Background: an optimization exercise with open tools, aiming at small area. Do not read the settings as production practice. In this exercise RTL edits were held to simulation tests only and were not proved equivalent to the original.

## flow/design.v (module list and top-level ports; edited modules follow where they fit)
// module pss_sample_window: 14 lines
// module pss_correlator_lane: 717 lines
// module pss_fa: 10 lines
// module pss_xor2: 7 lines
// module pss_xnor2: 7 lines
// module pss_ha: 9 lines
// module pss_nid2_decider: 24 lines
// module pss_detector: 71 lines
module pss_detector (
    input  logic        clk_i,
    input  logic        reset_ni,
    input  logic [15:0] sample_i,           
    input  logic        sample_valid_i,
    input  logic [1:0]  mode_i,             
    input  logic [1:0]  requested_nid2_i,
    output logic [2:0]  result_o            
);
  // ...
==> flow/flow/run.sh <==
#!/bin/bash
cp standard.sh standard_sh_copy.log
export BUFFER_PORTS_ARGS="-buffer_cell sky130_fd_sc_hd__buf_1"
bash standard.sh > standard_flow.log 2>&1
==> flow/standard.sh <==
#!/bin/bash
# synth_recipe.tcl (not shown) runs the flow's synth.tcl, then flattens the netlist and writes it again
# the make line also repeats each setting of config.mk as NAME=value (left out here)
make -C /OpenROAD-flow-scripts/flow DESIGN_CONFIG=/design/flow/config.mk WORK_HOME=/design/flow/orfs CLKGATE_MAP_FILE= SYNTH_SCRIPT=/design/flow/synth_recipe.tcl "${@:-finish}"
==> flow/config.mk <==
export PLATFORM = sky130hd
export DESIGN_NAME = pss_detector
export DESIGN_NICKNAME = pss_detector
export VERILOG_FILES = /design/flow/design.v
export SDC_FILE = /design/flow/constraint.sdc
export NUM_CORES = 4
export LEC_CHECK = 0
export CAP_MARGIN = 5
export CORE_MARGIN = 2
export CORE_UTILIZATION = 75
export CTS_CLUSTER_DIAMETER = 100
export CTS_CLUSTER_SIZE = 30
export SLEW_MARGIN = 5
export SYNTH_HIERARCHICAL = 1
==> flow/constraint.sdc <==
create_clock -name core_clock -period 11.0 [get_ports {clk_i}]
set_input_delay 2.2000 -clock core_clock [delete_from_list [all_inputs] [get_ports {clk_i}]]
set_output_delay 2.2000 -clock core_clock [all_outputs]
set_load 0.01 [all_outputs]
==> results.sh, run 1 <==
export IMPL_grt_pass1_wl_mm=52.6
export IMPL_viasPerCell=6.00
export IMPL_largest_reg_flops=256
export IMPL_seq_cell_count=271
export IMPL_grt_use_met2_pct=45.5
export IMPL_cts_tree="yes"
export IMPL_rr_worst_depth=31
export IMPL_die_x_um=155
export IMPL_synthToLayoutAreaGrowth_pct=4.89
export IMPL_buf_share_pct=1.70
export IMPL_tns_ns=0
export IMPL_die_area_um2=24000
export IMPL_cp_depth=31
export IMPL_muxShareOfSynthArea_pct=0.293
export IMPL_worstPathRequired_ns=11.38
export IMPL_hold_ws_ns=0.391
export IMPL_finalHoldViolCount=0
export IMPL_setup_violations=0
export IMPL_synth_xor_area_share_pct=6.20
export IMPL_ioPinCount=26
export IMPL_ys_seq_area_share_pct=31.7
export IMPL_final_nets=1714
export IMPL_drt_pass1_iterations=5
export IMPL_finalClockSkew_ns=0.0345
export IMPL_cp_slowest_cell="fa_1"
export IMPL_worst_pin_slew_ns=1.08
export IMPL_outcome="complete, no violations"
export IMPL_postCtsSetupBuffers=0
export IMPL_arrival_ns=10.99
export IMPL_layout_commonest_cell="fa_1"
export IMPL_vias=9752
export IMPL_crit_buf_inv=4
export IMPL_wl_per_cell_um=19.2
export IMPL_track_usage_pct=27.3
export IMPL_utilization_pct=79.7
export IMPL_slew_viol_final=0
export IMPL_nMultiInputCombCells=859
==> run 2, diff against run 1 <==
==> flow/design.v (replaced) <==
`timescale 1ns/1ps
module pss_sample_window (
    input  logic [255:0] hist_i,
    input  logic [15:0]  sample_i,
    input  logic         shift_i,
    input  logic         hold_i,
    input  logic         clear_i,
    output logic [255:0] hist_o
);
    localparam logic [15:0]  MSB_ONE = 16'h8080;
    localparam logic [255:0] MSBS    = {16{MSB_ONE}};
    assign hist_o = ({256{shift_i}} & {hist_i[239:0], sample_i ^ MSB_ONE}) |
                    ({256{hold_i}}  & hist_i) |
                    ({256{clear_i}} & MSBS);
endmodule
`timescale 1ns/1ps
module pss_correlator_lane (
    input  logic [255:0] window_i,
    output logic [2:0]   ge_o
);
    wire s1, c2, s3, c4, s5, c6, s7, c8, s9, c10, s11, c12, s13, c14, s15, c16;
    wire s17, c18, s19, c20, s21, c22, s23, c24, s25, c26, s27, c28, s29, c30, s31, c32;
    wire s33, c34, s35, c36, s37, c38, s39, c40, s41, c42, s43, c44, s45, c46, s47, c48;
    wire s49, c50, s51, c52, s53, c54, s55, c56, s57, c58, s59, c60, s61, c62, s63, c64;
    wire s65, c66, s67, c68, s69, c70, s71, c72, s73, c74, s75, c76, s77, c78, s79, c80;
    wire s81, c82, s83, c84, s85, c86, s87, c88, s89, c90, s91, c92, s93, c94, s95, c96;
    wire s97, c98, s99, c100, s101, c102, s103, c104, s105, c106, s107, c108, s109, c110, s111, c112;
    wire s113, c114, s115, c116, s117, c118, s119, c120, s121, c122, s123, c124, s125, c126, s127, c128;
    wire s129, c130, s131, c132, s133, c134, s135, c136, s137, c138, s139, c140, s141, c142, s143, c144;
    wire s145, c146, s147, c148, s149, c150, s151, c152, s153, c154, s155, c156, s157, c158, s159, c160;
    wire s161, c162, s163, c164, s165, c166, s167, c168, s169, c170, s171, c172, s173, c174, s175, c176;
    wire s177, c178, s179, c180, s181, c182, s183, c184, s185, c186, s187, c188, s189, c190, s191, c192;
    wire s193, c194, s195, c196, s197, c198, s199, c200, s201, c202, s203, c204, s205, c206, s207, c208;
    wire s209, c210, s211, c212, s213, c214, s215, c216, s217, c218, s219, c220, s221, c222, s223, c224;
    wire s225, c226, s227, c228, s229, c230, s231, c232, s233, c234, s235, c236, s237, c238, s239, c240;
    wire s241, c242, s243, c244, s245, c246, s247, c248, s249, c250, s251, c252, s253, c254, s255, s257;
    wire c258, s259, c260, s261, c262, s263, c264, s265, c266, s267, c268, s269, c270, s271, c272, s273;
    wire c274, s275, c276, s277, c278, s279, c280, s281, c282, s283, s285, c286, s287, c288, s289, c290;
    wire s291, c292, s293, c294, s295, c296, s297, c298, s299, c300, s301, c302, s303, c304, s305, c306;
    wire s307, c308, s309, c310, s311, c312, s313, s315, c316, s317, c318, s319, c320, s321, c322, s323;
    wire c324, s325, c326, s327, c328, s329, c330, s331, c332, s333, c334, s335, c336, s337, c338, s339;
    wire c340, s341, s343, c344, s345, c346, s347, c348, s349, c350, s351, c352, s353, c354, s355, c356;
    wire s357, c358, s359, c360, s361, c362, s363, c364, s365, c366, s367, c368, s369, c370, s371, c372;
    wire s373, c374, s375, c376, s377, c378, s379, c380, s381, c382, s383, c384, s385, c386, s387, c388;
    wire s389, c390, s391, c392, s393, c394, s395, c396, s397, c398, s399, c400, s401, c402, s403, c404;
    wire s405, c406, s407, c408, s409, c410, s411, c412, s413, c414, s415, c416, s417, c418, s419, c420;
    wire s421, c422, s423, c424, s425, c426, s427, c428, s429, c430, s431, c432, s433, c434, s435, c436;
    wire s437, c438, s439, c440, s441, c442, s443, c444, s445, c446, s447, c448, s449, c450, s451, c452;
    wire s453, c454, s455, c456, s457, c458, s459, c460, s461, c462, s463, c464, s465, c466, s467, c468;
    wire s469, c470, s471, c472, s473, c474, s475, c476, s477, c478, s479, c480, s481, c482, s483, c484;
    wire s485, c486, s487, c488, s489, c490, s491, c492, s493, c494, s495, c496, s497, c498, s499, c500;
    wire s501, c502, s503, c504, s505, c506, s507, c508, s509, c510, s511, c512, s513, c514, s515, c516;
    wire s517, c518, s519, c520, s521, c522, s523, c524, s525, c526, s527, c528, s529, c530, s531, c532;
    wire s533, c534, s535, c536, s537, c538, s539, c540, s541, c542, s543, c544, s545, c546, s547, c548;
    wire s549, c550, s551, c552, s553, c554, s555, c556, s557, c558, s559, c560, s561, c562, s563, c564;
    wire s565, c566, s567, c568, s569, c570, s571, c572, s573, c574, s575, c576, s577, c578, s579, c580;
    wire s581, c582, s583, c584, s585, c586, s587, c588, s589, c590, s591, c592, s593, c594, s595, c596;
    wire s597, s599, c600, s601, c602, s603, c604, s605, c606, s607, c608, s609, c610, s611, c612, s613;
    wire c614, s615, c616, s617, c618, s619, c620, s621, c622, s623, c624, s625, s627, c628, s629, c630;
    wire s631, c632, s633, c634, s635, c636, s637, c638, s639, c640, s641, c642, s643, c644, s645, c646;
    wire s647, c648, s649, c650, s651, c652, s653, c654, s655, s657, c658, s659, c660, s661, c662, s663;
    wire c664, s665, c666, s667, c668, s669, c670, s671, c672, s673, c674, s675, c676, s677, c678, s679;
    wire c680, s681, c682, s683, x685, x686, x687, x688, x689, x690, x691, x692, x693, x694, x695, x696;
    wire x697, x698, x699, x700, x701, x702, x703, x704, x705, x706, s707, c708, s709, c710, s711, c712;
    wire s713, c714, s715, c716, s717, c718, s719, c720, s721, c722, s723, c724, s725, c726, s727, c728;
    wire x774, x775, x776, x777, x778, x779, x780, x781, x782, x783, x784, x785, x786, x787, x788, x789;
    wire x790, x791, x792, x793, x794, x795, s796, c797, s798, c799, s800, c801, s802, c803, s804, c805;
    wire s806, c807, s808, c809, s810, c811, s812, c813, s814, c815, s816, c817, x863, x864, x865, x866;
    wire x867, x868, x869, x870, x871, x872, x873, x874, x875, x876, x877, x878, x879, x880, x881, x882;
    wire x883, x884, s885, c886, s887, c888, s889, c890, s891, c892, s893, c894, s895, c896, s897, c898;
    wire s899, c900, s901, c902, s903, c904, s905, c906, g729, p730, g731, p732, g733, p734, g735, p736;
    wire g737, p738, g739, p740, g741, p742, g743, p744, g745, p746, g747, p748, g749, p750, bg751, bp752;
    wire bg753, bp754, bg755, bp756, cc757, bg758, bp759, bg760, bp761, bg762, bp763, cc764, bg765, bp766, bg767, bp768;
    wire bg769, bp770, cc771, cc772, ge773, g818, p819, g820, p821, g822, p823, g824, p825, g826, p827, g828;
    wire p829, g830, p831, g832, p833, g834, p835, g836, p837, g838, p839, bg840, bp841, bg842, bp843, bg844;
    wire bp845, cc846, bg847, bp848, bg849, bp850, bg851, bp852, cc853, bg854, bp855, bg856, bp857, bg858, bp859, cc860;
    wire cc861, ge862, g907, p908, g909, p910, g911, p912, g913, p914, g915, p916, g917, p918, g919, p920;
    wire g921, p922, g923, p924, g925, p926, g927, p928, bg929, bp930, bg931, bp932, bg933, bp934, cc935, bg936;
    wire bp937, bg938, bp939, bg940, bp941, cc942, bg943, bp944, bg945, bp946, bg947, bp948, cc949, cc950, ge951;
    pss_fa u_s1 (.a(window_i[168]), .b(window_i[120]), .c(window_i[40]), .s(s1), .co(c2));
    pss_fa u_s3 (.a(window_i[200]), .b(window_i[152]), .c(~s1), .s(s3), .co(c4));
    pss_fa u_s5 (.a(window_i[169]), .b(window_i[121]), .c(window_i[41]), .s(s5), .co(c6));
    pss_fa u_s7 (.a(window_i[201]), .b(window_i[153]), .c(~c2), .s(s7), .co(c8));
    pss_fa u_s9 (.a(~s5), .b(c4), .c(s7), .s(s9), .co(c10));
    pss_fa u_s11 (.a(window_i[170]), .b(window_i[122]), .c(window_i[42]), .s(s11), .co(c12));
    pss_fa u_s13 (.a(window_i[202]), .b(window_i[154]), .c(~c6), .s(s13), .co(c14));
    pss_fa u_s15 (.a(~s11), .b(c8), .c(s13), .s(s15), .co(c16));
    pss_ha u_s17 (.a(c10), .b(s15), .s(s17), .co(c18));
    pss_fa u_s19 (.a(window_i[171]), .b(window_i[123]), .c(window_i[43]), .s(s19), .co(c20));
    pss_fa u_s21 (.a(window_i[203]), .b(window_i[155]), .c(~c12), .s(s21), .co(c22));
    pss_fa u_s23 (.a(~s19), .b(c14), .c(s21), .s(s23), .co(c24));
    pss_fa u_s25 (.a(c16), .b(s23), .c(c18), .s(s25), .co(c26));
    pss_fa u_s27 (.a(window_i[172]), .b(window_i[124]), .c(window_i[44]), .s(s27), .co(c28));
    pss_fa u_s29 (.a(window_i[204]), .b(window_i[156]), .c(~c20), .s(s29), .co(c30));
    pss_fa u_s31 (.a(~s27), .b(c22), .c(s29), .s(s31), .co(c32));
    pss_fa u_s33 (.a(c24), .b(s31), .c(c26), .s(s33), .co(c34));
    pss_fa u_s35 (.a(window_i[173]), .b(window_i[125]), .c(window_i[45]), .s(s35), .co(c36));
    pss_fa u_s37 (.a(window_i[205]), .b(window_i[157]), .c(~c28), .s(s37), .co(c38));
    pss_fa u_s39 (.a(~s35), .b(c30), .c(s37), .s(s39), .co(c40));
    pss_fa u_s41 (.a(c32), .b(s39), .c(c34), .s(s41), .co(c42));
    pss_fa u_s43 (.a(window_i[174]), .b(window_i[126]), .c(window_i[46]), .s(s43), .co(c44));
    pss_fa u_s45 (.a(window_i[206]), .b(window_i[158]), .c(~c36), .s(s45), .co(c46));
    pss_fa u_s47 (.a(~s43), .b(c38), .c(s45), .s(s47), .co(c48));
    pss_fa u_s49 (.a(c40), .b(s47), .c(c42), .s(s49), .co(c50));
    pss_fa u_s51 (.a(window_i[175]), .b(window_i[127]), .c(window_i[47]), .s(s51), .co(c52));
    pss_fa u_s53 (.a(window_i[207]), .b(window_i[159]), .c(~c44), .s(s53), .co(c54));
    pss_fa u_s55 (.a(~s51), .b(c46), .c(s53), .s(s55), .co(c56));
    pss_fa u_s57 (.a(c48), .b(s55), .c(c50), .s(s57), .co(c58));
    pss_fa u_s59 (.a(~c52), .b(c54), .c(c56), .s(s59), .co(c60));
    pss_ha u_s61 (.a(c58), .b(s59), .s(s61), .co(c62));
    pss_ha u_s63 (.a(c60), .b(c62), .s(s63), .co(c64));
    pss_fa u_s65 (.a(window_i[232]), .b(window_i[72]), .c(window_i[56]), .s(s65), .co(c66));
    pss_ha u_s67 (.a(window_i[24]), .b(~s65), .s(s67), .co(c68));
    pss_fa u_s69 (.a(window_i[233]), .b(window_i[73]), .c(window_i[57]), .s(s69), .co(c70));
    pss_fa u_s71 (.a(~window_i[25]), .b(c66), .c(s69), .s(s71), .co(c72));
    pss_ha u_s73 (.a(c68), .b(~s71), .s(s73), .co(c74));
    pss_fa u_s75 (.a(window_i[234]), .b(window_i[74]), .c(window_i[58]), .s(s75), .co(c76));
    pss_fa u_s77 (.a(~window_i[26]), .b(c70), .c(s75), .s(s77), .co(c78));
    pss_fa u_s79 (.a(c72), .b(s77), .c(~c74), .s(s79), .co(c80));
    pss_fa u_s81 (.a(window_i[235]), .b(window_i[75]), .c(window_i[59]), .s(s81), .co(c82));
    pss_fa u_s83 (.a(~window_i[27]), .b(c76), .c(s81), .s(s83), .co(c84));
    pss_fa u_s85 (.a(c78), .b(s83), .c(c80), .s(s85), .co(c86));
    pss_fa u_s87 (.a(window_i[236]), .b(window_i[76]), .c(window_i[60]), .s(s87), .co(c88));
    pss_fa u_s89 (.a(~window_i[28]), .b(c82), .c(s87), .s(s89), .co(c90));
    pss_fa u_s91 (.a(c84), .b(s89), .c(c86), .s(s91), .co(c92));
    pss_fa u_s93 (.a(window_i[237]), .b(window_i[77]), .c(window_i[61]), .s(s93), .co(c94));
    pss_fa u_s95 (.a(~window_i[29]), .b(c88), .c(s93), .s(s95), .co(c96));
    pss_fa u_s97 (.a(c90), .b(s95), .c(c92), .s(s97), .co(c98));
    pss_fa u_s99 (.a(window_i[238]), .b(window_i[78]), .c(window_i[62]), .s(s99), .co(c100));
    pss_fa u_s101 (.a(~window_i[30]), .b(c94), .c(s99), .s(s101), .co(c102));
    pss_fa u_s103 (.a(c96), .b(s101), .c(c98), .s(s103), .co(c104));
    pss_fa u_s105 (.a(window_i[239]), .b(window_i[79]), .c(window_i[63]), .s(s105), .co(c106));
    pss_fa u_s107 (.a(~window_i[31]), .b(c100), .c(s105), .s(s107), .co(c108));
    pss_fa u_s109 (.a(c102), .b(s107), .c(c104), .s(s109), .co(c110));
    pss_fa u_s111 (.a(c106), .b(c108), .c(c110), .s(s111), .co(c112));
    pss_fa u_s113 (.a(window_i[248]), .b(window_i[104]), .c(s3), .s(s113), .co(c114));
    pss_fa u_s115 (.a(window_i[249]), .b(window_i[105]), .c(s9), .s(s115), .co(c116));
    pss_xor2 u_s117 (.a(c114), .b(s115), .y(s117));
    assign c118 = ~(c114 | s115);
    pss_fa u_s119 (.a(window_i[250]), .b(window_i[106]), .c(s17), .s(s119), .co(c120));
    pss_fa u_s121 (.a(c116), .b(~c118), .c(s119), .s(s121), .co(c122));
    pss_fa u_s123 (.a(window_i[251]), .b(window_i[107]), .c(s25), .s(s123), .co(c124));
    pss_fa u_s125 (.a(c120), .b(c122), .c(s123), .s(s125), .co(c126));
    pss_fa u_s127 (.a(window_i[252]), .b(window_i[108]), .c(s33), .s(s127), .co(c128));
    pss_fa u_s129 (.a(c124), .b(c126), .c(s127), .s(s129), .co(c130));
    pss_fa u_s131 (.a(window_i[253]), .b(window_i[109]), .c(s41), .s(s131), .co(c132));
    pss_fa u_s133 (.a(c128), .b(c130), .c(s131), .s(s133), .co(c134));
    pss_fa u_s135 (.a(window_i[254]), .b(window_i[110]), .c(s49), .s(s135), .co(c136));
    pss_fa u_s137 (.a(c132), .b(c134), .c(s135), .s(s137), .co(c138));
    pss_fa u_s139 (.a(window_i[255]), .b(window_i[111]), .c(s57), .s(s139), .co(c140));
    pss_fa u_s141 (.a(c136), .b(c138), .c(s139), .s(s141), .co(c142));
    pss_fa u_s143 (.a(s61), .b(c140), .c(c142), .s(s143), .co(c144));
    pss_xor2 u_s145 (.a(s63), .b(c144), .y(s145));
    assign c146 = ~(s63 | c144);
    pss_ha u_s147 (.a(~c64), .b(c146), .s(s147), .co(c148));
    pss_fa u_s149 (.a(window_i[184]), .b(window_i[88]), .c(window_i[8]), .s(s149), .co(c150));
    pss_fa u_s151 (.a(window_i[216]), .b(window_i[136]), .c(~s149), .s(s151), .co(c152));
    pss_ha u_s153 (.a(~s67), .b(s151), .s(s153), .co(c154));
    pss_fa u_s155 (.a(window_i[185]), .b(window_i[89]), .c(window_i[9]), .s(s155), .co(c156));
    pss_fa u_s157 (.a(window_i[217]), .b(window_i[137]), .c(~c150), .s(s157), .co(c158));
    pss_fa u_s159 (.a(~s155), .b(c152), .c(s157), .s(s159), .co(c160));
    pss_fa u_s161 (.a(~s73), .b(c154), .c(s159), .s(s161), .co(c162));
    pss_fa u_s163 (.a(window_i[186]), .b(window_i[90]), .c(window_i[10]), .s(s163), .co(c164));
    pss_fa u_s165 (.a(window_i[218]), .b(window_i[138]), .c(~c156), .s(s165), .co(c166));
    pss_fa u_s167 (.a(~s163), .b(c158), .c(s165), .s(s167), .co(c168));
    pss_fa u_s169 (.a(c160), .b(s167), .c(s79), .s(s169), .co(c170));
    pss_ha u_s171 (.a(c162), .b(s169), .s(s171), .co(c172));
    pss_fa u_s173 (.a(window_i[187]), .b(window_i[91]), .c(window_i[11]), .s(s173), .co(c174));
    pss_fa u_s175 (.a(window_i[219]), .b(window_i[139]), .c(~c164), .s(s175), .co(c176));
    pss_fa u_s177 (.a(~s173), .b(c166), .c(s175), .s(s177), .co(c178));
    pss_fa u_s179 (.a(c168), .b(s177), .c(s85), .s(s179), .co(c180));
    pss_fa u_s181 (.a(c170), .b(c172), .c(s179), .s(s181), .co(c182));
    pss_fa u_s183 (.a(window_i[188]), .b(window_i[92]), .c(window_i[12]), .s(s183), .co(c184));
    pss_fa u_s185 (.a(window_i[220]), .b(window_i[140]), .c(~c174), .s(s185), .co(c186));
    pss_fa u_s187 (.a(~s183), .b(c176), .c(s185), .s(s187), .co(c188));
    pss_fa u_s189 (.a(c178), .b(s187), .c(s91), .s(s189), .co(c190));
    pss_fa u_s191 (.a(c180), .b(c182), .c(s189), .s(s191), .co(c192));
    pss_fa u_s193 (.a(window_i[189]), .b(window_i[93]), .c(window_i[13]), .s(s193), .co(c194));
    pss_fa u_s195 (.a(window_i[221]), .b(window_i[141]), .c(~c184), .s(s195), .co(c196));
    pss_fa u_s197 (.a(~s193), .b(c186), .c(s195), .s(s197), .co(c198));
    pss_fa u_s199 (.a(c188), .b(s197), .c(s97), .s(s199), .co(c200));
    pss_fa u_s201 (.a(c190), .b(c192), .c(s199), .s(s201), .co(c202));
    pss_fa u_s203 (.a(window_i[190]), .b(window_i[94]), .c(window_i[14]), .s(s203), .co(c204));
    pss_fa u_s205 (.a(window_i[222]), .b(window_i[142]), .c(~c194), .s(s205), .co(c206));
    pss_fa u_s207 (.a(~s203), .b(c196), .c(s205), .s(s207), .co(c208));
    pss_fa u_s209 (.a(c198), .b(s207), .c(s103), .s(s209), .co(c210));
    pss_fa u_s211 (.a(c200), .b(c202), .c(s209), .s(s211), .co(c212));
    pss_fa u_s213 (.a(window_i[191]), .b(window_i[95]), .c(window_i[15]), .s(s213), .co(c214));
    pss_fa u_s215 (.a(window_i[223]), .b(window_i[143]), .c(~c204), .s(s215), .co(c216));
    pss_fa u_s217 (.a(~s213), .b(c206), .c(s215), .s(s217), .co(c218));
    pss_fa u_s219 (.a(c208), .b(s217), .c(s109), .s(s219), .co(c220));
    pss_fa u_s221 (.a(c210), .b(c212), .c(s219), .s(s221), .co(c222));
    pss_fa u_s223 (.a(~c214), .b(c216), .c(c218), .s(s223), .co(c224));
    pss_fa u_s225 (.a(s223), .b(s111), .c(c220), .s(s225), .co(c226));
    pss_ha u_s227 (.a(c222), .b(s225), .s(s227), .co(c228));
    pss_fa u_s229 (.a(c224), .b(c112), .c(c226), .s(s229), .co(c230));
    pss_ha u_s231 (.a(c228), .b(s229), .s(s231), .co(c232));
    pss_ha u_s233 (.a(c230), .b(c232), .s(s233), .co(c234));
    pss_ha u_s235 (.a(s3), .b(~s67), .s(s235), .co(c236));
    pss_fa u_s237 (.a(~s73), .b(c236), .c(s9), .s(s237), .co(c238));
    pss_fa u_s239 (.a(s17), .b(s79), .c(c238), .s(s239), .co(c240));
    pss_fa u_s241 (.a(s25), .b(s85), .c(c240), .s(s241), .co(c242));
    pss_fa u_s243 (.a(s33), .b(s91), .c(c242), .s(s243), .co(c244));
    pss_fa u_s245 (.a(s41), .b(s97), .c(c244), .s(s245), .co(c246));
    pss_fa u_s247 (.a(s49), .b(s103), .c(c246), .s(s247), .co(c248));
    pss_fa u_s249 (.a(s57), .b(s109), .c(c248), .s(s249), .co(c250));
    pss_fa u_s251 (.a(s61), .b(s111), .c(c250), .s(s251), .co(c252));
    pss_fa u_s253 (.a(c112), .b(s63), .c(c252), .s(s253), .co(c254));
    assign s255 = c64 ^ c254;
    pss_xor2 u_s257 (.a(s113), .b(s153), .y(s257));
    assign c258 = ~(s113 | s153);
    pss_fa u_s259 (.a(c258), .b(~s161), .c(s117), .s(s259), .co(c260));
    pss_fa u_s261 (.a(s171), .b(s121), .c(~c260), .s(s261), .co(c262));
    pss_fa u_s263 (.a(s125), .b(s181), .c(c262), .s(s263), .co(c264));
    pss_fa u_s265 (.a(s129), .b(s191), .c(c264), .s(s265), .co(c266));
    pss_fa u_s267 (.a(s133), .b(s201), .c(c266), .s(s267), .co(c268));
    pss_fa u_s269 (.a(s137), .b(s211), .c(c268), .s(s269), .co(c270));
    pss_fa u_s271 (.a(s141), .b(s221), .c(c270), .s(s271), .co(c272));
    pss_fa u_s273 (.a(s227), .b(s143), .c(c272), .s(s273), .co(c274));
    pss_fa u_s275 (.a(~s145), .b(s231), .c(c274), .s(s275), .co(c276));
    pss_fa u_s277 (.a(s233), .b(c276), .c(s275), .s(s277), .co(c278));
    pss_xor2 u_s279 (.a(s147), .b(~s277), .y(s279));
    assign c280 = s147 | ~s277;
    pss_fa u_s281 (.a(~c148), .b(c234), .c(c278), .s(s281), .co(c282));
    pss_xor2 u_s283 (.a(c280), .b(~s281), .y(s283));
    pss_xor2 u_s285 (.a(~s113), .b(s153), .y(s285));
    assign c286 = ~s113 | s153;
    pss_fa u_s287 (.a(c286), .b(s161), .c(s117), .s(s287), .co(c288));
    pss_fa u_s289 (.a(s171), .b(~s121), .c(c288), .s(s289), .co(c290));
    pss_fa u_s291 (.a(~s125), .b(s181), .c(c290), .s(s291), .co(c292));
    pss_fa u_s293 (.a(~s129), .b(s191), .c(c292), .s(s293), .co(c294));
    pss_fa u_s295 (.a(~s133), .b(s201), .c(c294), .s(s295), .co(c296));
    pss_fa u_s297 (.a(~s137), .b(s211), .c(c296), .s(s297), .co(c298));
    pss_fa u_s299 (.a(~s141), .b(s221), .c(c298), .s(s299), .co(c300));
    pss_fa u_s301 (.a(s227), .b(~s143), .c(c300), .s(s301), .co(c302));
    pss_fa u_s303 (.a(s145), .b(s231), .c(c302), .s(s303), .co(c304));
    pss_ha u_s305 (.a(s301), .b(s303), .s(s305), .co(c306));
    pss_fa u_s307 (.a(s147), .b(s233), .c(c304), .s(s307), .co(c308));
    pss_xor2 u_s309 (.a(c306), .b(s307), .y(s309));
    assign c310 = c306 | s307;
    pss_fa u_s311 (.a(c148), .b(c234), .c(c308), .s(s311), .co(c312));
    assign s313 = c310 ^ s311;
    pss_xor2 u_s315 (.a(s259), .b(s235), .y(s315));
    assign c316 = s259 | s235;
    pss_fa u_s317 (.a(s237), .b(c316), .c(~s261), .s(s317), .co(c318));
    pss_fa u_s319 (.a(s239), .b(~s263), .c(c318), .s(s319), .co(c320));
    pss_fa u_s321 (.a(s241), .b(~s265), .c(c320), .s(s321), .co(c322));
    pss_fa u_s323 (.a(s243), .b(~s267), .c(c322), .s(s323), .co(c324));
    pss_fa u_s325 (.a(s245), .b(~s269), .c(c324), .s(s325), .co(c326));
    pss_fa u_s327 (.a(s247), .b(~s271), .c(c326), .s(s327), .co(c328));
    pss_fa u_s329 (.a(s249), .b(~s273), .c(c328), .s(s329), .co(c330));
    pss_fa u_s331 (.a(s251), .b(s275), .c(c330), .s(s331), .co(c332));
    pss_xor2 u_s333 (.a(s329), .b(s331), .y(s333));
    assign c334 = s329 | s331;
    pss_fa u_s335 (.a(s253), .b(c332), .c(c334), .s(s335), .co(c336));
    pss_xor2 u_s337 (.a(~s279), .b(s335), .y(s337));
    assign c338 = ~s279 | s335;
    pss_fa u_s339 (.a(s255), .b(s283), .c(c336), .s(s339), .co(c340));
    pss_xor2 u_s341 (.a(c338), .b(s339), .y(s341));
    pss_fa u_s343 (.a(window_i[160]), .b(window_i[112]), .c(window_i[32]), .s(s343), .co(c344));
    pss_fa u_s345 (.a(window_i[192]), .b(window_i[144]), .c(~s343), .s(s345), .co(c346));
    pss_fa u_s347 (.a(window_i[161]), .b(window_i[113]), .c(window_i[33]), .s(s347), .co(c348));
    pss_fa u_s349 (.a(window_i[193]), .b(window_i[145]), .c(~c344), .s(s349), .co(c350));
    pss_fa u_s351 (.a(~s347), .b(c346), .c(s349), .s(s351), .co(c352));
    pss_fa u_s353 (.a(window_i[162]), .b(window_i[114]), .c(window_i[34]), .s(s353), .co(c354));
    pss_fa u_s355 (.a(window_i[194]), .b(window_i[146]), .c(~c348), .s(s355), .co(c356));
    pss_fa u_s357 (.a(~s353), .b(c350), .c(s355), .s(s357), .co(c358));
    pss_ha u_s359 (.a(c352), .b(s357), .s(s359), .co(c360));
    pss_fa u_s361 (.a(window_i[163]), .b(window_i[115]), .c(window_i[35]), .s(s361), .co(c362));
    pss_fa u_s363 (.a(window_i[195]), .b(window_i[147]), .c(~c354), .s(s363), .co(c364));
    pss_fa u_s365 (.a(~s361), .b(c356), .c(s363), .s(s365), .co(c366));
    pss_fa u_s367 (.a(c358), .b(s365), .c(c360), .s(s367), .co(c368));
    pss_fa u_s369 (.a(window_i[164]), .b(window_i[116]), .c(window_i[36]), .s(s369), .co(c370));
    pss_fa u_s371 (.a(window_i[196]), .b(window_i[148]), .c(~c362), .s(s371), .co(c372));
    pss_fa u_s373 (.a(~s369), .b(c364), .c(s371), .s(s373), .co(c374));
    pss_fa u_s375 (.a(c366), .b(s373), .c(c368), .s(s375), .co(c376));
    pss_fa u_s377 (.a(window_i[165]), .b(window_i[117]), .c(window_i[37]), .s(s377), .co(c378));
    pss_fa u_s379 (.a(window_i[197]), .b(window_i[149]), .c(~c370), .s(s379), .co(c380));
    pss_fa u_s381 (.a(~s377), .b(c372), .c(s379), .s(s381), .co(c382));
    pss_fa u_s383 (.a(c374), .b(s381), .c(c376), .s(s383), .co(c384));
    pss_fa u_s385 (.a(window_i[166]), .b(window_i[118]), .c(window_i[38]), .s(s385), .co(c386));
    pss_fa u_s387 (.a(window_i[198]), .b(window_i[150]), .c(~c378), .s(s387), .co(c388));
    pss_fa u_s389 (.a(~s385), .b(c380), .c(s387), .s(s389), .co(c390));
    pss_fa u_s391 (.a(c382), .b(s389), .c(c384), .s(s391), .co(c392));
    pss_fa u_s393 (.a(window_i[167]), .b(window_i[119]), .c(window_i[39]), .s(s393), .co(c394));
    pss_fa u_s395 (.a(window_i[199]), .b(window_i[151]), .c(~c386), .s(s395), .co(c396));
    pss_fa u_s397 (.a(~s393), .b(c388), .c(s395), .s(s397), .co(c398));
    pss_fa u_s399 (.a(c390), .b(s397), .c(c392), .s(s399), .co(c400));
    pss_fa u_s401 (.a(~c394), .b(c396), .c(c398), .s(s401), .co(c402));
    pss_ha u_s403 (.a(c400), .b(s401), .s(s403), .co(c404));
    pss_ha u_s405 (.a(c402), .b(c404), .s(s405), .co(c406));
    pss_fa u_s407 (.a(window_i[224]), .b(window_i[64]), .c(window_i[48]), .s(s407), .co(c408));
    pss_ha u_s409 (.a(window_i[16]), .b(~s407), .s(s409), .co(c410));
    pss_fa u_s411 (.a(window_i[225]), .b(window_i[65]), .c(window_i[49]), .s(s411), .co(c412));
    pss_fa u_s413 (.a(~window_i[17]), .b(c408), .c(s411), .s(s413), .co(c414));
    pss_ha u_s415 (.a(c410), .b(~s413), .s(s415), .co(c416));
    pss_fa u_s417 (.a(window_i[226]), .b(window_i[66]), .c(window_i[50]), .s(s417), .co(c418));
    pss_fa u_s419 (.a(~window_i[18]), .b(c412), .c(s417), .s(s419), .co(c420));
    pss_fa u_s421 (.a(c414), .b(s419), .c(~c416), .s(s421), .co(c422));
    pss_fa u_s423 (.a(window_i[227]), .b(window_i[67]), .c(window_i[51]), .s(s423), .co(c424));
    pss_fa u_s425 (.a(~window_i[19]), .b(c418), .c(s423), .s(s425), .co(c426));
    pss_fa u_s427 (.a(c420), .b(s425), .c(c422), .s(s427), .co(c428));
    pss_fa u_s429 (.a(window_i[228]), .b(window_i[68]), .c(window_i[52]), .s(s429), .co(c430));
    pss_fa u_s431 (.a(~window_i[20]), .b(c424), .c(s429), .s(s431), .co(c432));
    pss_fa u_s433 (.a(c426), .b(s431), .c(c428), .s(s433), .co(c434));
    pss_fa u_s435 (.a(window_i[229]), .b(window_i[69]), .c(window_i[53]), .s(s435), .co(c436));
    pss_fa u_s437 (.a(~window_i[21]), .b(c430), .c(s435), .s(s437), .co(c438));
    pss_fa u_s439 (.a(c432), .b(s437), .c(c434), .s(s439), .co(c440));
    pss_fa u_s441 (.a(window_i[230]), .b(window_i[70]), .c(window_i[54]), .s(s441), .co(c442));
    pss_fa u_s443 (.a(~window_i[22]), .b(c436), .c(s441), .s(s443), .co(c444));
    pss_fa u_s445 (.a(c438), .b(s443), .c(c440), .s(s445), .co(c446));
    pss_fa u_s447 (.a(window_i[231]), .b(window_i[71]), .c(window_i[55]), .s(s447), .co(c448));
    pss_fa u_s449 (.a(~window_i[23]), .b(c442), .c(s447), .s(s449), .co(c450));
    pss_fa u_s451 (.a(c444), .b(s449), .c(c446), .s(s451), .co(c452));
    pss_fa u_s453 (.a(c448), .b(c450), .c(c452), .s(s453), .co(c454));
    pss_fa u_s455 (.a(window_i[240]), .b(window_i[96]), .c(s345), .s(s455), .co(c456));
    pss_fa u_s457 (.a(window_i[241]), .b(window_i[97]), .c(s351), .s(s457), .co(c458));
    pss_xor2 u_s459 (.a(c456), .b(s457), .y(s459));
    assign c460 = ~(c456 | s457);
    pss_fa u_s461 (.a(window_i[242]), .b(window_i[98]), .c(s359), .s(s461), .co(c462));
    pss_fa u_s463 (.a(c458), .b(~c460), .c(s461), .s(s463), .co(c464));
    pss_fa u_s465 (.a(window_i[243]), .b(window_i[99]), .c(s367), .s(s465), .co(c466));
    pss_fa u_s467 (.a(c462), .b(c464), .c(s465), .s(s467), .co(c468));
    pss_fa u_s469 (.a(window_i[244]), .b(window_i[100]), .c(s375), .s(s469), .co(c470));
    pss_fa u_s471 (.a(c466), .b(c468), .c(s469), .s(s471), .co(c472));
    pss_fa u_s473 (.a(window_i[245]), .b(window_i[101]), .c(s383), .s(s473), .co(c474));
    pss_fa u_s475 (.a(c470), .b(c472), .c(s473), .s(s475), .co(c476));
    pss_fa u_s477 (.a(window_i[246]), .b(window_i[102]), .c(s391), .s(s477), .co(c478));
    pss_fa u_s479 (.a(c474), .b(c476), .c(s477), .s(s479), .co(c480));
    pss_fa u_s481 (.a(window_i[247]), .b(window_i[103]), .c(s399), .s(s481), .co(c482));
    pss_fa u_s483 (.a(c478), .b(c480), .c(s481), .s(s483), .co(c484));
    pss_fa u_s485 (.a(s403), .b(c482), .c(c484), .s(s485), .co(c486));
    pss_xor2 u_s487 (.a(s405), .b(c486), .y(s487));
    assign c488 = ~(s405 | c486);
    pss_ha u_s489 (.a(~c406), .b(c488), .s(s489), .co(c490));
    pss_fa u_s491 (.a(window_i[176]), .b(window_i[80]), .c(window_i[0]), .s(s491), .co(c492));
    pss_fa u_s493 (.a(window_i[208]), .b(window_i[128]), .c(~s491), .s(s493), .co(c494));
    pss_ha u_s495 (.a(~s409), .b(s493), .s(s495), .co(c496));
    pss_fa u_s497 (.a(window_i[177]), .b(window_i[81]), .c(window_i[1]), .s(s497), .co(c498));
    pss_fa u_s499 (.a(window_i[209]), .b(window_i[129]), .c(~c492), .s(s499), .co(c500));
    pss_fa u_s501 (.a(~s497), .b(c494), .c(s499), .s(s501), .co(c502));
    pss_fa u_s503 (.a(~s415), .b(c496), .c(s501), .s(s503), .co(c504));
    pss_fa u_s505 (.a(window_i[178]), .b(window_i[82]), .c(window_i[2]), .s(s505), .co(c506));
    pss_fa u_s507 (.a(window_i[210]), .b(window_i[130]), .c(~c498), .s(s507), .co(c508));
    pss_fa u_s509 (.a(~s505), .b(c500), .c(s507), .s(s509), .co(c510));
    pss_fa u_s511 (.a(c502), .b(s509), .c(s421), .s(s511), .co(c512));
    pss_ha u_s513 (.a(c504), .b(s511), .s(s513), .co(c514));
    pss_fa u_s515 (.a(window_i[179]), .b(window_i[83]), .c(window_i[3]), .s(s515), .co(c516));
    pss_fa u_s517 (.a(window_i[211]), .b(window_i[131]), .c(~c506), .s(s517), .co(c518));
    pss_fa u_s519 (.a(~s515), .b(c508), .c(s517), .s(s519), .co(c520));
    pss_fa u_s521 (.a(c510), .b(s519), .c(s427), .s(s521), .co(c522));
    pss_fa u_s523 (.a(c512), .b(c514), .c(s521), .s(s523), .co(c524));
    pss_fa u_s525 (.a(window_i[180]), .b(window_i[84]), .c(window_i[4]), .s(s525), .co(c526));
    pss_fa u_s527 (.a(window_i[212]), .b(window_i[132]), .c(~c516), .s(s527), .co(c528));
    pss_fa u_s529 (.a(~s525), .b(c518), .c(s527), .s(s529), .co(c530));
    pss_fa u_s531 (.a(c520), .b(s529), .c(s433), .s(s531), .co(c532));
    pss_fa u_s533 (.a(c522), .b(c524), .c(s531), .s(s533), .co(c534));
    pss_fa u_s535 (.a(window_i[181]), .b(window_i[85]), .c(window_i[5]), .s(s535), .co(c536));
    pss_fa u_s537 (.a(window_i[213]), .b(window_i[133]), .c(~c526), .s(s537), .co(c538));
    pss_fa u_s539 (.a(~s535), .b(c528), .c(s537), .s(s539), .co(c540));
    pss_fa u_s541 (.a(c530), .b(s539), .c(s439), .s(s541), .co(c542));
    pss_fa u_s543 (.a(c532), .b(c534), .c(s541), .s(s543), .co(c544));
    pss_fa u_s545 (.a(window_i[182]), .b(window_i[86]), .c(window_i[6]), .s(s545), .co(c546));
    pss_fa u_s547 (.a(window_i[214]), .b(window_i[134]), .c(~c536), .s(s547), .co(c548));
    pss_fa u_s549 (.a(~s545), .b(c538), .c(s547), .s(s549), .co(c550));
    pss_fa u_s551 (.a(c540), .b(s549), .c(s445), .s(s551), .co(c552));
    pss_fa u_s553 (.a(c542), .b(c544), .c(s551), .s(s553), .co(c554));
    pss_fa u_s555 (.a(window_i[183]), .b(window_i[87]), .c(window_i[7]), .s(s555), .co(c556));
    pss_fa u_s557 (.a(window_i[215]), .b(window_i[135]), .c(~c546), .s(s557), .co(c558));
    pss_fa u_s559 (.a(~s555), .b(c548), .c(s557), .s(s559), .co(c560));
    pss_fa u_s561 (.a(c550), .b(s559), .c(s451), .s(s561), .co(c562));
    pss_fa u_s563 (.a(c552), .b(c554), .c(s561), .s(s563), .co(c564));
    pss_fa u_s565 (.a(~c556), .b(c558), .c(c560), .s(s565), .co(c566));
    pss_fa u_s567 (.a(s565), .b(s453), .c(c562), .s(s567), .co(c568));
    pss_ha u_s569 (.a(c564), .b(s567), .s(s569), .co(c570));
    pss_fa u_s571 (.a(c566), .b(c454), .c(c568), .s(s571), .co(c572));
    pss_ha u_s573 (.a(c570), .b(s571), .s(s573), .co(c574));
    pss_ha u_s575 (.a(c572), .b(c574), .s(s575), .co(c576));
    pss_ha u_s577 (.a(s345), .b(~s409), .s(s577), .co(c578));
    pss_fa u_s579 (.a(~s415), .b(c578), .c(s351), .s(s579), .co(c580));
    pss_fa u_s581 (.a(s359), .b(s421), .c(c580), .s(s581), .co(c582));
    pss_fa u_s583 (.a(s367), .b(s427), .c(c582), .s(s583), .co(c584));
    pss_fa u_s585 (.a(s375), .b(s433), .c(c584), .s(s585), .co(c586));
    pss_fa u_s587 (.a(s383), .b(s439), .c(c586), .s(s587), .co(c588));
    pss_fa u_s589 (.a(s391), .b(s445), .c(c588), .s(s589), .co(c590));
    pss_fa u_s591 (.a(s399), .b(s451), .c(c590), .s(s591), .co(c592));
    pss_fa u_s593 (.a(s403), .b(s453), .c(c592), .s(s593), .co(c594));
    pss_fa u_s595 (.a(c454), .b(s405), .c(c594), .s(s595), .co(c596));
    assign s597 = c406 ^ c596;
    pss_xor2 u_s599 (.a(s455), .b(s495), .y(s599));
    assign c600 = ~(s455 | s495);
    pss_fa u_s601 (.a(c600), .b(~s503), .c(s459), .s(s601), .co(c602));
    pss_fa u_s603 (.a(s513), .b(s463), .c(~c602), .s(s603), .co(c604));
    pss_fa u_s605 (.a(s467), .b(s523), .c(c604), .s(s605), .co(c606));
    pss_fa u_s607 (.a(s471), .b(s533), .c(c606), .s(s607), .co(c608));
    pss_fa u_s609 (.a(s475), .b(s543), .c(c608), .s(s609), .co(c610));
    pss_fa u_s611 (.a(s479), .b(s553), .c(c610), .s(s611), .co(c612));
    pss_fa u_s613 (.a(s483), .b(s563), .c(c612), .s(s613), .co(c614));
    pss_fa u_s615 (.a(s569), .b(s485), .c(c614), .s(s615), .co(c616));
    pss_fa u_s617 (.a(~s487), .b(s573), .c(c616), .s(s617), .co(c618));
    pss_fa u_s619 (.a(s575), .b(c618), .c(s617), .s(s619), .co(c620));
    pss_xor2 u_s621 (.a(s489), .b(~s619), .y(s621));
    assign c622 = s489 | ~s619;
    pss_fa u_s623 (.a(~c490), .b(c576), .c(c620), .s(s623), .co(c624));
    pss_xor2 u_s625 (.a(c622), .b(~s623), .y(s625));
    pss_xor2 u_s627 (.a(~s455), .b(s495), .y(s627));
    assign c628 = ~s455 | s495;
    pss_fa u_s629 (.a(c628), .b(s503), .c(s459), .s(s629), .co(c630));
    pss_fa u_s631 (.a(s513), .b(~s463), .c(c630), .s(s631), .co(c632));
    pss_fa u_s633 (.a(~s467), .b(s523), .c(c632), .s(s633), .co(c634));
    pss_fa u_s635 (.a(~s471), .b(s533), .c(c634), .s(s635), .co(c636));
    pss_fa u_s637 (.a(~s475), .b(s543), .c(c636), .s(s637), .co(c638));
    pss_fa u_s639 (.a(~s479), .b(s553), .c(c638), .s(s639), .co(c640));
    pss_fa u_s641 (.a(~s483), .b(s563), .c(c640), .s(s641), .co(c642));
    pss_fa u_s643 (.a(s569), .b(~s485), .c(c642), .s(s643), .co(c644));
    pss_fa u_s645 (.a(s487), .b(s573), .c(c644), .s(s645), .co(c646));
    pss_ha u_s647 (.a(s643), .b(s645), .s(s647), .co(c648));
    pss_fa u_s649 (.a(s489), .b(s575), .c(c646), .s(s649), .co(c650));
    pss_xor2 u_s651 (.a(c648), .b(s649), .y(s651));
    assign c652 = c648 | s649;
    pss_fa u_s653 (.a(c490), .b(c576), .c(c650), .s(s653), .co(c654));
    assign s655 = c652 ^ s653;
    pss_xor2 u_s657 (.a(s601), .b(s577), .y(s657));
    assign c658 = s601 | s577;
    pss_fa u_s659 (.a(s579), .b(c658), .c(~s603), .s(s659), .co(c660));
    pss_fa u_s661 (.a(s581), .b(~s605), .c(c660), .s(s661), .co(c662));
    pss_fa u_s663 (.a(s583), .b(~s607), .c(c662), .s(s663), .co(c664));
    pss_fa u_s665 (.a(s585), .b(~s609), .c(c664), .s(s665), .co(c666));
    pss_fa u_s667 (.a(s587), .b(~s611), .c(c666), .s(s667), .co(c668));
    pss_fa u_s669 (.a(s589), .b(~s613), .c(c668), .s(s669), .co(c670));
    pss_fa u_s671 (.a(s591), .b(~s615), .c(c670), .s(s671), .co(c672));
    pss_fa u_s673 (.a(s593), .b(s617), .c(c672), .s(s673), .co(c674));
    pss_xor2 u_s675 (.a(s671), .b(s673), .y(s675));
    assign c676 = s671 | s673;
    pss_fa u_s677 (.a(s595), .b(c674), .c(c676), .s(s677), .co(c678));
    pss_xor2 u_s679 (.a(~s621), .b(s677), .y(s679));
    assign c680 = ~s621 | s677;
    pss_fa u_s681 (.a(s597), .b(s625), .c(c678), .s(s681), .co(c682));
    pss_xor2 u_s683 (.a(c680), .b(s681), .y(s683));
    pss_xor2 u_x685 (.a(s257), .b(s283), .y(x685));
    pss_xor2 u_x686 (.a(s259), .b(s283), .y(x686));
    pss_xor2 u_x687 (.a(s261), .b(s283), .y(x687));
    pss_xor2 u_x688 (.a(s263), .b(s283), .y(x688));
    pss_xor2 u_x689 (.a(s265), .b(s283), .y(x689));
    pss_xor2 u_x690 (.a(s267), .b(s283), .y(x690));
    pss_xor2 u_x691 (.a(s269), .b(s283), .y(x691));
    pss_xor2 u_x692 (.a(s271), .b(s283), .y(x692));
    pss_xor2 u_x693 (.a(s273), .b(s283), .y(x693));
    pss_xor2 u_x694 (.a(s275), .b(s283), .y(x694));
    pss_xor2 u_x695 (.a(s279), .b(s283), .y(x695));
    pss_xor2 u_x696 (.a(s599), .b(s625), .y(x696));
    pss_xor2 u_x697 (.a(s601), .b(s625), .y(x697));
    pss_xor2 u_x698 (.a(s603), .b(s625), .y(x698));
    pss_xor2 u_x699 (.a(s605), .b(s625), .y(x699));
    pss_xor2 u_x700 (.a(s607), .b(s625), .y(x700));
    pss_xor2 u_x701 (.a(s609), .b(s625), .y(x701));
    pss_xor2 u_x702 (.a(s611), .b(s625), .y(x702));
    pss_xor2 u_x703 (.a(s613), .b(s625), .y(x703));
    pss_xor2 u_x704 (.a(s615), .b(s625), .y(x704));
    pss_xor2 u_x705 (.a(s617), .b(s625), .y(x705));
    pss_xor2 u_x706 (.a(s621), .b(s625), .y(x706));
    pss_fa u_s707 (.a(s283), .b(s625), .c(x685), .s(s707), .co(c708));
    pss_xor2 u_s709 (.a(x686), .b(x697), .y(s709));
    assign c710 = ~(x686 | x697);
    pss_ha u_s711 (.a(x687), .b(x698), .s(s711), .co(c712));
    pss_ha u_s713 (.a(x688), .b(x699), .s(s713), .co(c714));
    pss_xor2 u_s715 (.a(x689), .b(x700), .y(s715));
    assign c716 = x689 | x700;
    pss_ha u_s717 (.a(x690), .b(x701), .s(s717), .co(c718));
    pss_xor2 u_s719 (.a(x691), .b(x702), .y(s719));
    assign c720 = x691 | x702;
    pss_ha u_s721 (.a(x692), .b(x703), .s(s721), .co(c722));
    pss_xor2 u_s723 (.a(x693), .b(x704), .y(s723));
    assign c724 = x693 | x704;
    pss_ha u_s725 (.a(x694), .b(x705), .s(s725), .co(c726));
    pss_ha u_s727 (.a(x695), .b(x706), .s(s727), .co(c728));
    pss_xor2 u_x774 (.a(s257), .b(s341), .y(x774));
    pss_xor2 u_x775 (.a(s315), .b(s341), .y(x775));
    pss_xor2 u_x776 (.a(s317), .b(s341), .y(x776));
    pss_xor2 u_x777 (.a(s319), .b(s341), .y(x777));
    pss_xor2 u_x778 (.a(s321), .b(s341), .y(x778));
    pss_xor2 u_x779 (.a(s323), .b(s341), .y(x779));
    pss_xor2 u_x780 (.a(s325), .b(s341), .y(x780));
    pss_xor2 u_x781 (.a(s327), .b(s341), .y(x781));
    pss_xor2 u_x782 (.a(s329), .b(s341), .y(x782));
    pss_xor2 u_x783 (.a(s333), .b(s341), .y(x783));
    pss_xor2 u_x784 (.a(s337), .b(s341), .y(x784));
    pss_xor2 u_x785 (.a(s599), .b(s683), .y(x785));
    pss_xor2 u_x786 (.a(s657), .b(s683), .y(x786));
    pss_xor2 u_x787 (.a(s659), .b(s683), .y(x787));
    pss_xor2 u_x788 (.a(s661), .b(s683), .y(x788));
    pss_xor2 u_x789 (.a(s663), .b(s683), .y(x789));
    pss_xor2 u_x790 (.a(s665), .b(s683), .y(x790));
    pss_xor2 u_x791 (.a(s667), .b(s683), .y(x791));
    pss_xor2 u_x792 (.a(s669), .b(s683), .y(x792));
    pss_xor2 u_x793 (.a(s671), .b(s683), .y(x793));
    pss_xor2 u_x794 (.a(s675), .b(s683), .y(x794));
    pss_xor2 u_x795 (.a(s679), .b(s683), .y(x795));
    pss_fa u_s796 (.a(s341), .b(s683), .c(x774), .s(s796), .co(c797));
    pss_ha u_s798 (.a(x775), .b(x786), .s(s798), .co(c799));
    pss_xor2 u_s800 (.a(x776), .b(x787), .y(s800));
    assign c801 = ~(x776 | x787);
    pss_xor2 u_s802 (.a(x777), .b(x788), .y(s802));
    assign c803 = ~(x777 | x788);
    pss_ha u_s804 (.a(x778), .b(x789), .s(s804), .co(c805));
    pss_xor2 u_s806 (.a(x779), .b(x790), .y(s806));
    assign c807 = ~(x779 | x790);
    pss_ha u_s808 (.a(x780), .b(x791), .s(s808), .co(c809));
    pss_xor2 u_s810 (.a(x781), .b(x792), .y(s810));
    assign c811 = ~(x781 | x792);
    pss_xor2 u_s812 (.a(x782), .b(x793), .y(s812));
    assign c813 = x782 | x793;
    pss_xor2 u_s814 (.a(x783), .b(x794), .y(s814));
    assign c815 = x783 | x794;
    pss_ha u_s816 (.a(x784), .b(x795), .s(s816), .co(c817));
    pss_xor2 u_x863 (.a(s285), .b(s313), .y(x863));
    pss_xor2 u_x864 (.a(s287), .b(s313), .y(x864));
    pss_xor2 u_x865 (.a(s289), .b(s313), .y(x865));
    pss_xor2 u_x866 (.a(s291), .b(s313), .y(x866));
    pss_xor2 u_x867 (.a(s293), .b(s313), .y(x867));
    pss_xor2 u_x868 (.a(s295), .b(s313), .y(x868));
    pss_xor2 u_x869 (.a(s297), .b(s313), .y(x869));
    pss_xor2 u_x870 (.a(s299), .b(s313), .y(x870));
    pss_xor2 u_x871 (.a(s301), .b(s313), .y(x871));
    pss_xor2 u_x872 (.a(s305), .b(s313), .y(x872));
    pss_xor2 u_x873 (.a(s309), .b(s313), .y(x873));
    pss_xor2 u_x874 (.a(s627), .b(s655), .y(x874));
    pss_xor2 u_x875 (.a(s629), .b(s655), .y(x875));
    pss_xor2 u_x876 (.a(s631), .b(s655), .y(x876));
    pss_xor2 u_x877 (.a(s633), .b(s655), .y(x877));
    pss_xor2 u_x878 (.a(s635), .b(s655), .y(x878));
    pss_xor2 u_x879 (.a(s637), .b(s655), .y(x879));
    pss_xor2 u_x880 (.a(s639), .b(s655), .y(x880));
    pss_xor2 u_x881 (.a(s641), .b(s655), .y(x881));
    pss_xor2 u_x882 (.a(s643), .b(s655), .y(x882));
    pss_xor2 u_x883 (.a(s647), .b(s655), .y(x883));
    pss_xor2 u_x884 (.a(s651), .b(s655), .y(x884));
    pss_fa u_s885 (.a(s313), .b(s655), .c(~x863), .s(s885), .co(c886));
    pss_ha u_s887 (.a(x864), .b(x875), .s(s887), .co(c888));
    pss_ha u_s889 (.a(x865), .b(x876), .s(s889), .co(c890));
    pss_ha u_s891 (.a(x866), .b(x877), .s(s891), .co(c892));
    pss_xor2 u_s893 (.a(x867), .b(x878), .y(s893));
    assign c894 = x867 | x878;
    pss_ha u_s895 (.a(x868), .b(x879), .s(s895), .co(c896));
    pss_xor2 u_s897 (.a(x869), .b(x880), .y(s897));
    assign c898 = x869 | x880;
    pss_ha u_s899 (.a(x870), .b(x881), .s(s899), .co(c900));
    pss_ha u_s901 (.a(x871), .b(x882), .s(s901), .co(c902));
    pss_xor2 u_s903 (.a(x872), .b(x883), .y(s903));
    assign c904 = x872 | x883;
    pss_xor2 u_s905 (.a(x873), .b(x884), .y(s905));
    assign c906 = ~(x873 | x884);
    assign g729 = ~x696 & ~s707;
    assign p730 = ~x696 | ~s707;
    assign g731 = ~c708 & s709;
    assign p732 = ~c708 | s709;
    assign g733 = c710 & s711;
    assign p734 = c710 | s711;
    assign g735 = c712 & s713;
    assign p736 = c712 | s713;
    assign g737 = c714 & ~s715;
    assign p738 = c714 | ~s715;
    assign g739 = c716 & s717;
    assign p740 = c716 | s717;
    assign g741 = c718 & ~s719;
    assign p742 = c718 | ~s719;
    assign g743 = c720 & s721;
    assign p744 = c720 | s721;
    assign g745 = c722 & ~s723;
    assign p746 = c722 | ~s723;
    assign g747 = c724 & ~s725;
    assign p748 = c724 | ~s725;
    assign g749 = ~c726 & s727;
    assign p750 = ~c726 | s727;
    assign bg751 = g731 | (p732 & g729);
    assign bp752 = p732 & p730;
    assign bg753 = g733 | (p734 & bg751);
    assign bp754 = p734 & bp752;
    assign bg755 = g735 | (p736 & bg753);
    assign bp756 = p736 & bp754;
    assign cc757 = bg755 | (bp756 & 1'b0);
    assign bg758 = g739 | (p740 & g737);
    assign bp759 = p740 & p738;
    assign bg760 = g741 | (p742 & bg758);
    assign bp761 = p742 & bp759;
    assign bg762 = g743 | (p744 & bg760);
    assign bp763 = p744 & bp761;
    assign cc764 = bg762 | (bp763 & cc757);
    assign bg765 = g747 | (p748 & g745);
    assign bp766 = p748 & p746;
    assign bg767 = g749 | (p750 & bg765);
    assign bp768 = p750 & bp766;
    assign bg769 = c728 | (1'b1 & bg767);
    assign bp770 = 1'b1 & bp768;
    assign cc771 = bg769 | (bp770 & cc764);
    assign cc772 = 1'b0 | (1'b1 & cc771);
    assign ge773 = cc772;
    assign g818 = ~x785 & ~s796;
    assign p819 = ~x785 | ~s796;
    assign g820 = ~c797 & s798;
    assign p821 = ~c797 | s798;
    assign g822 = c799 & s800;
    assign p823 = c799 | s800;
    assign g824 = c801 & s802;
    assign p825 = c801 | s802;
    assign g826 = c803 & ~s804;
    assign p827 = c803 | ~s804;
    assign g828 = ~c805 & s806;
    assign p829 = ~c805 | s806;
    assign g830 = c807 & ~s808;
    assign p831 = c807 | ~s808;
    assign g832 = ~c809 & s810;
    assign p833 = ~c809 | s810;
    assign g834 = c811 & ~s812;
    assign p835 = c811 | ~s812;
    assign g836 = c813 & ~s814;
    assign p837 = c813 | ~s814;
    assign g838 = c815 & s816;
    assign p839 = c815 | s816;
    assign bg840 = g820 | (p821 & g818);
    assign bp841 = p821 & p819;
    assign bg842 = g822 | (p823 & bg840);
    assign bp843 = p823 & bp841;
    assign bg844 = g824 | (p825 & bg842);
    assign bp845 = p825 & bp843;
    assign cc846 = bg844 | (bp845 & 1'b0);
    assign bg847 = g828 | (p829 & g826);
    assign bp848 = p829 & p827;
    assign bg849 = g830 | (p831 & bg847);
    assign bp850 = p831 & bp848;
    assign bg851 = g832 | (p833 & bg849);
    assign bp852 = p833 & bp850;
    assign cc853 = bg851 | (bp852 & cc846);
    assign bg854 = g836 | (p837 & g834);
    assign bp855 = p837 & p835;
    assign bg856 = g838 | (p839 & bg854);
    assign bp857 = p839 & bp855;
    assign bg858 = c817 | (1'b1 & bg856);
    assign bp859 = 1'b1 & bp857;
    assign cc860 = bg858 | (bp859 & cc853);
    assign cc861 = 1'b0 | (1'b1 & cc860);
    assign ge862 = cc861;
    assign g907 = ~x874 & s885;
    assign p908 = ~x874 | s885;
    assign g909 = c886 & s887;
    assign p910 = c886 | s887;
    assign g911 = c888 & s889;
    assign p912 = c888 | s889;
    assign g913 = c890 & s891;
    assign p914 = c890 | s891;
    assign g915 = c892 & ~s893;
    assign p916 = c892 | ~s893;
    assign g917 = c894 & s895;
    assign p918 = c894 | s895;
    assign g919 = c896 & ~s897;
    assign p920 = c896 | ~s897;
    assign g921 = c898 & s899;
    assign p922 = c898 | s899;
    assign g923 = c900 & ~s901;
    assign p924 = c900 | ~s901;
    assign g925 = ~c902 & ~s903;
    assign p926 = ~c902 | ~s903;
    assign g927 = c904 & s905;
    assign p928 = c904 | s905;
    assign bg929 = g909 | (p910 & g907);
    assign bp930 = p910 & p908;
    assign bg931 = g911 | (p912 & bg929);
    assign bp932 = p912 & bp930;
    assign bg933 = g913 | (p914 & bg931);
    assign bp934 = p914 & bp932;
    assign cc935 = bg933 | (bp934 & 1'b0);
    assign bg936 = g917 | (p918 & g915);
    assign bp937 = p918 & p916;
    assign bg938 = g919 | (p920 & bg936);
    assign bp939 = p920 & bp937;
    assign bg940 = g921 | (p922 & bg938);
    assign bp941 = p922 & bp939;
    assign cc942 = bg940 | (bp941 & cc935);
    assign bg943 = g925 | (p926 & g923);
    assign bp944 = p926 & p924;
    assign bg945 = g927 | (p928 & bg943);
    assign bp946 = p928 & bp944;
    assign bg947 = c906 | (1'b1 & bg945);
    assign bp948 = 1'b1 & bp946;
    assign cc949 = bg947 | (bp948 & cc942);
    assign cc950 = 1'b0 | (1'b1 & cc949);
    assign ge951 = cc950;
    assign ge_o = {ge951, ge862, ge773};
endmodule
module pss_fa (
    input  logic a,
    input  logic b,
    input  logic c,
    output logic s,
    output logic co
);
    assign s  = a ^ b ^ c;
    assign co = (a & b) | (a & c) | (b & c);
endmodule
module pss_xor2 (
    input  logic a,
    input  logic b,
    output logic y
);
    assign y = a ^ b;
endmodule
module pss_xnor2 (
    input  logic a,
    input  logic b,
    output logic y
);
    assign y = ~(a ^ b);
endmodule
module pss_ha (
    input  logic a,
    input  logic b,
    output logic s,
    output logic co
);
    assign s  = a ^ b;
    assign co = a & b;
endmodule
`timescale 1ns/1ps
module pss_nid2_decider (
    input  logic [2:0] peaks_i,             
    input  logic [1:0] code_i,              
    input  logic [1:0] mode_i,
    input  logic [1:0] requested_nid2_i,
    output logic [1:0] code_o,              
    output logic       hit_o                
);
    always_comb begin
        case (peaks_i)
            3'b001:  code_o = 2'd0;
            3'b010:  code_o = 2'd1;
            3'b100:  code_o = 2'd2;
            default: code_o = 2'd3;
        endcase
    end
    always_comb begin
        case (mode_i)
            2'd0:    hit_o = (code_i != 2'd3);
            2'd1:    hit_o = (code_i != 2'd3) && (code_i == requested_nid2_i);
            default: hit_o = 1'b0;
        endcase
    end
endmodule
`timescale 1ns/1ps
module pss_detector (
    input  logic        clk_i,
    input  logic        reset_ni,
    input  logic [15:0] sample_i,           
    input  logic        sample_valid_i,
    input  logic [1:0]  mode_i,             
    input  logic [1:0]  requested_nid2_i,
    output logic [2:0]  result_o            
);
    logic         en_q;
    logic         accept_q;
    logic [255:0] window_q;
    logic [255:0] window_d;
    logic [2:0]   prev_q;
    logic [2:0]   peaks_q;
    logic [1:0]   code1_q, code2_q;
    logic         result_valid_q;
    logic [1:0]   result_nid2_q;
    logic         accept;
    logic         hold;
    logic [2:0]   ge;
    logic [1:0]   code;
    logic         hit;
    assign accept = sample_valid_i && en_q && reset_ni;
    assign hold   = reset_ni && !accept;
    pss_sample_window i_sample_window (
        .hist_i   (window_q),
        .sample_i (sample_i),
        .shift_i  (accept),
        .hold_i   (hold),
        .clear_i  (!reset_ni),
        .hist_o   (window_d)
    );
    always_ff @(posedge clk_i) begin
        window_q <= window_d;
    end
    pss_correlator_lane i_corr (
        .window_i (window_q),
        .ge_o     (ge)
    );
    pss_nid2_decider i_nid2_decider (
        .peaks_i          (peaks_q),
        .code_i           (code2_q),
        .mode_i           (mode_i),
        .requested_nid2_i (requested_nid2_i),
        .code_o           (code),
        .hit_o            (hit)
    );
    always_ff @(posedge clk_i) begin
        if (!reset_ni) begin
            en_q           <= 1'b0;
            accept_q       <= 1'b0;
            prev_q         <= '0;
            peaks_q        <= '0;
            code1_q        <= 2'd3;
            code2_q        <= 2'd3;
            result_valid_q <= 1'b0;
            result_nid2_q  <= '0;
        end else begin
            en_q           <= !mode_i[1];
            accept_q       <= accept;
            if (accept_q) prev_q <= ge;
            peaks_q        <= accept_q ? (ge & ~prev_q) : 3'b000;
            code1_q        <= code;
            code2_q        <= code1_q;
            result_valid_q <= hit;
            if (hit) result_nid2_q <= code2_q;
        end
    end
    assign result_o = {result_valid_q, result_nid2_q};
endmodule
==> flow/config.mk (replaced) <==
export PLATFORM = sky130hd
export DESIGN_NAME = pss_detector
export DESIGN_NICKNAME = pss_detector
export VERILOG_FILES = /design/flow/design.v
export SDC_FILE = /design/flow/constraint.sdc
export NUM_CORES = 4
export LEC_CHECK = 0
export CAP_MARGIN = 5
export CORE_MARGIN = 2
export CORE_UTILIZATION = 75
export CTS_BUF_LIST = sky130_fd_sc_hd__clkbuf_8
export CTS_CLUSTER_DIAMETER = 60
export CTS_CLUSTER_SIZE = 16
export SLEW_MARGIN = 5
export SYNTH_HIERARCHICAL = 1
==> results.sh, run 2 <==
export IMPL_rsz0062_at_grt="false"
export IMPL_postCtsHoldBufs=0
export IMPL_vias=9492
export IMPL_viasPerCell=5.97
export IMPL_h_tree_depth=1
export IMPL_routed_wl_mm=29.5
export IMPL_finalClockSkew_ns=0.0370
export IMPL_yosys_warnings=8
export IMPL_drv_cap=0
export IMPL_wl_per_cell_um=18.6
export IMPL_synthFlopType="dfxtp_1"
export IMPL_std_cell_rows=54
export IMPL_die_h_um=153
export IMPL_finalHoldViolCount=0
export IMPL_cp_slowest_cell="fa_1"
export IMPL_drt_pass1_iterations=5
export IMPL_synth_top_area_cell="fa_1"
export IMPL_largest_reg_flops=256
export IMPL_antenna_found_initial=0
export IMPL_dpl_instance_area_um2=17000
export IMPL_grt_pass1_wl_mm=51.6
export IMPL_synth_top_area_share_pct=35.0
export IMPL_netlist_area_um2=16700
export IMPL_crit_family="adder cells"
export IMPL_clk_latency_ns=0.57
export IMPL_hold_class="flip-flop to flip-flop"
export IMPL_die_area_um2=23500
export IMPL_crit_top_cell="fa_1"
export IMPL_tns_ns=0
export IMPL_worstPathRequired_ns=11.44
export IMPL_cts_buffer_depth=3
export IMPL_arrival_ns=10.94
export IMPL_synthToLayoutAreaGrowth_pct=3.64
export IMPL_cts_tree="yes"
export IMPL_final_nets=1664
export IMPL_place_hpwl_mm=23.3
export IMPL_gp_congestion=0.841
export IMPL_worst_setup_path_end_kind="flip-flop"
export IMPL_worst_pin_slew_ns=1.11
export IMPL_overflow=0
export IMPL_ys_seq_area_share_pct=32.4
export IMPL_die_x_um=153
export IMPL_grt_max_degree=112
export IMPL_track_usage_pct=27.0
export IMPL_ioPinCount=26
export IMPL_setup_violations=0
export IMPL_reg_largest_list="window_q: 256 flops, peaks_q: 3 flops, prev_q: 3 flops"
export IMPL_clock_sinks=271
export IMPL_fmax_ghz=0.0952
export IMPL_synth_seq_cells=271
export IMPL_top_register="window_q"
export IMPL_fillers=1340
export IMPL_final_area_um2=17400
export IMPL_slew_viol_final=0
export IMPL_final_cell_mix="fa_1, dfxtp_1, a22o_1"
export IMPL_yosys_top_cells_area="fa_1, dfxtp_1, a22o_1"
export IMPL_core_area_um2=21900
export IMPL_port_buffers=25
export IMPL_outcome="complete, no violations"
export IMPL_syn_inst=1308
export IMPL_synth_edff_count=0
export IMPL_layout_commonest_cell="fa_1"
export IMPL_initial_core_util_pct=76.5
export IMPL_fin_crit_ns=10.50
export IMPL_drc=0
export IMPL_slowest_delay_ns=0.61
export IMPL_synth_nets=1666
export IMPL_crit_buf_inv=2
run 2: cell count changes after synthesis, moves of 3 or more:
cell / change
ha_1: -16
or2_2: -8
xor2_1: -8
or3_1: -6
nor2_1: +5
a21oi_1: +4
o21ai_0: +4
xnor2_1: -4
a211oi_1: -3
inv_1: +3
nand2b_1: +3
o21bai_1: -3
run 2: metal layers:
metal / part of all wire (%) / track usage, % / vias up / routed length (um)
li1: - / - / 4431 / -
met1: 46 / 39.8 / 4858 / 13600
met2: 49 / 44.2 / 155 / 14400
met3: 2.8 / 2.75 / 48 / 834
met4: 2.4 / 6.20 / 0 / 717
met5: 0 / 0 / - / 0
run 2: logic make-up after synthesis:
family                     synth area share (%)
AOI/OAI and AO/OA                          15.2
buffers and inverters                      5.35
muxes                                     0.299
and+or+nand+nor                            2.56
DFF                                        32.4
adders and majority gates                  38.5
xor gates and xnor gates                   5.70
run 2: worst reg2reg max path: cells and delay by family (launching register included):
| kind | cells | cell delay (ns) |
|---|---|---|
| compound gates | 3 | 0.58 |
| xor+xnor | 2 | 0.37 |
| fa+ha+maj | 18 | 8.05 |
| buf+inv | 2 | 0.13 |
| flops | 1 | 0.35 |
| mux | 1 | 0.14 |
| simple gates | 4 | 0.76 |
run 2: what timing repair did:
action	CTS	global route
buffers inserted	0	1
setup endpoints to repair	0	2
gates resized for setup	0	5
run 2: through the flow:
stage	worst slack, ns	std cells	hold WS, ns	util (%)
after floorplan	0.0695	1308	0.385	-
after global placement	0.441	1562	0.401	77.7
after detailed placement	0.243	1562	0.401	77.7
after CTS	0.232	1588	0.427	79.2
after global routing	0.0130	1589	0.438	79.3
final	0.497	1589	0.422	79.3
run 2: modules after synthesis, one instance, submodules excluded:
module               flops+latches  copies in the design  cells
pss_sample_window                0                     1    317
pss_ha                           0                    42      1
pss_correlator_lane              0                     1    249
pss_detector                   271                     1    296
pss_xor2                         0                   102      1
pss_nid2_decider                 0                     1      9
pss_fa                           0                   293      1
run 2: worst paths after layout:
check                        startpoint                endpoint  slack, ns  cells after the start
setup / recovery  window_q[168]$_DFF_P_  prev_q[1]$_SDFFE_PN0P_       0.50                     30
setup reg to reg  window_q[168]$_DFF_P_  prev_q[1]$_SDFFE_PN0P_       0.50                     30
hold / removal    code1_q[0]$_SDFF_PN1_   code2_q[0]$_SDFF_PN1_       0.42                      1
hold reg to reg   code1_q[0]$_SDFF_PN1_   code2_q[0]$_SDFF_PN1_       0.42                      1
run 2: area by class of cell:
cell class	count	area [um2]	area share, %
multi-input combinational	827	10500	60.5
clock inverter	4	28.8	0.166
inverter	147	552	3.18
tap	280	350	2.02
sequential	271	5430	31.3
timing repair buffer	38	191	1.10
clock buffer	22	303	1.74

==> port drivers added, routing unchanged <==
The flow's constraints put no driver on any port. The routed layouts listed below were extracted and timed again, unchanged, in two steps.
Step 1, drivers: a clkbuf_16 drives clk_i and a buf_2 each remaining input, both assumed.
Step 2, shift: input delay + t, output delay - t, t = (earliest + latest rising clock arrival at the registers) / 2. This alone moves slack from input paths to output paths.
a / b / c = ideal ports / drivers / drivers and shift; a / b = the first two.
run | shift t [ns] | setup WS [ns] | worst hold slack (ns) | worst setup path after step 2 | worst data-port slew with drivers (ns)
run 1 | 0.540 | 0.394 / 0.394 / 0.394 | 0.391 / 0.391 / 0.391 | register to register | 0.04
run 2 | 0.601 | 0.497 / 0.497 / 0.497 | 0.422 / 0.422 / 0.422 | register to register | 0.06
After both steps setup and hold are still met in every run listed.
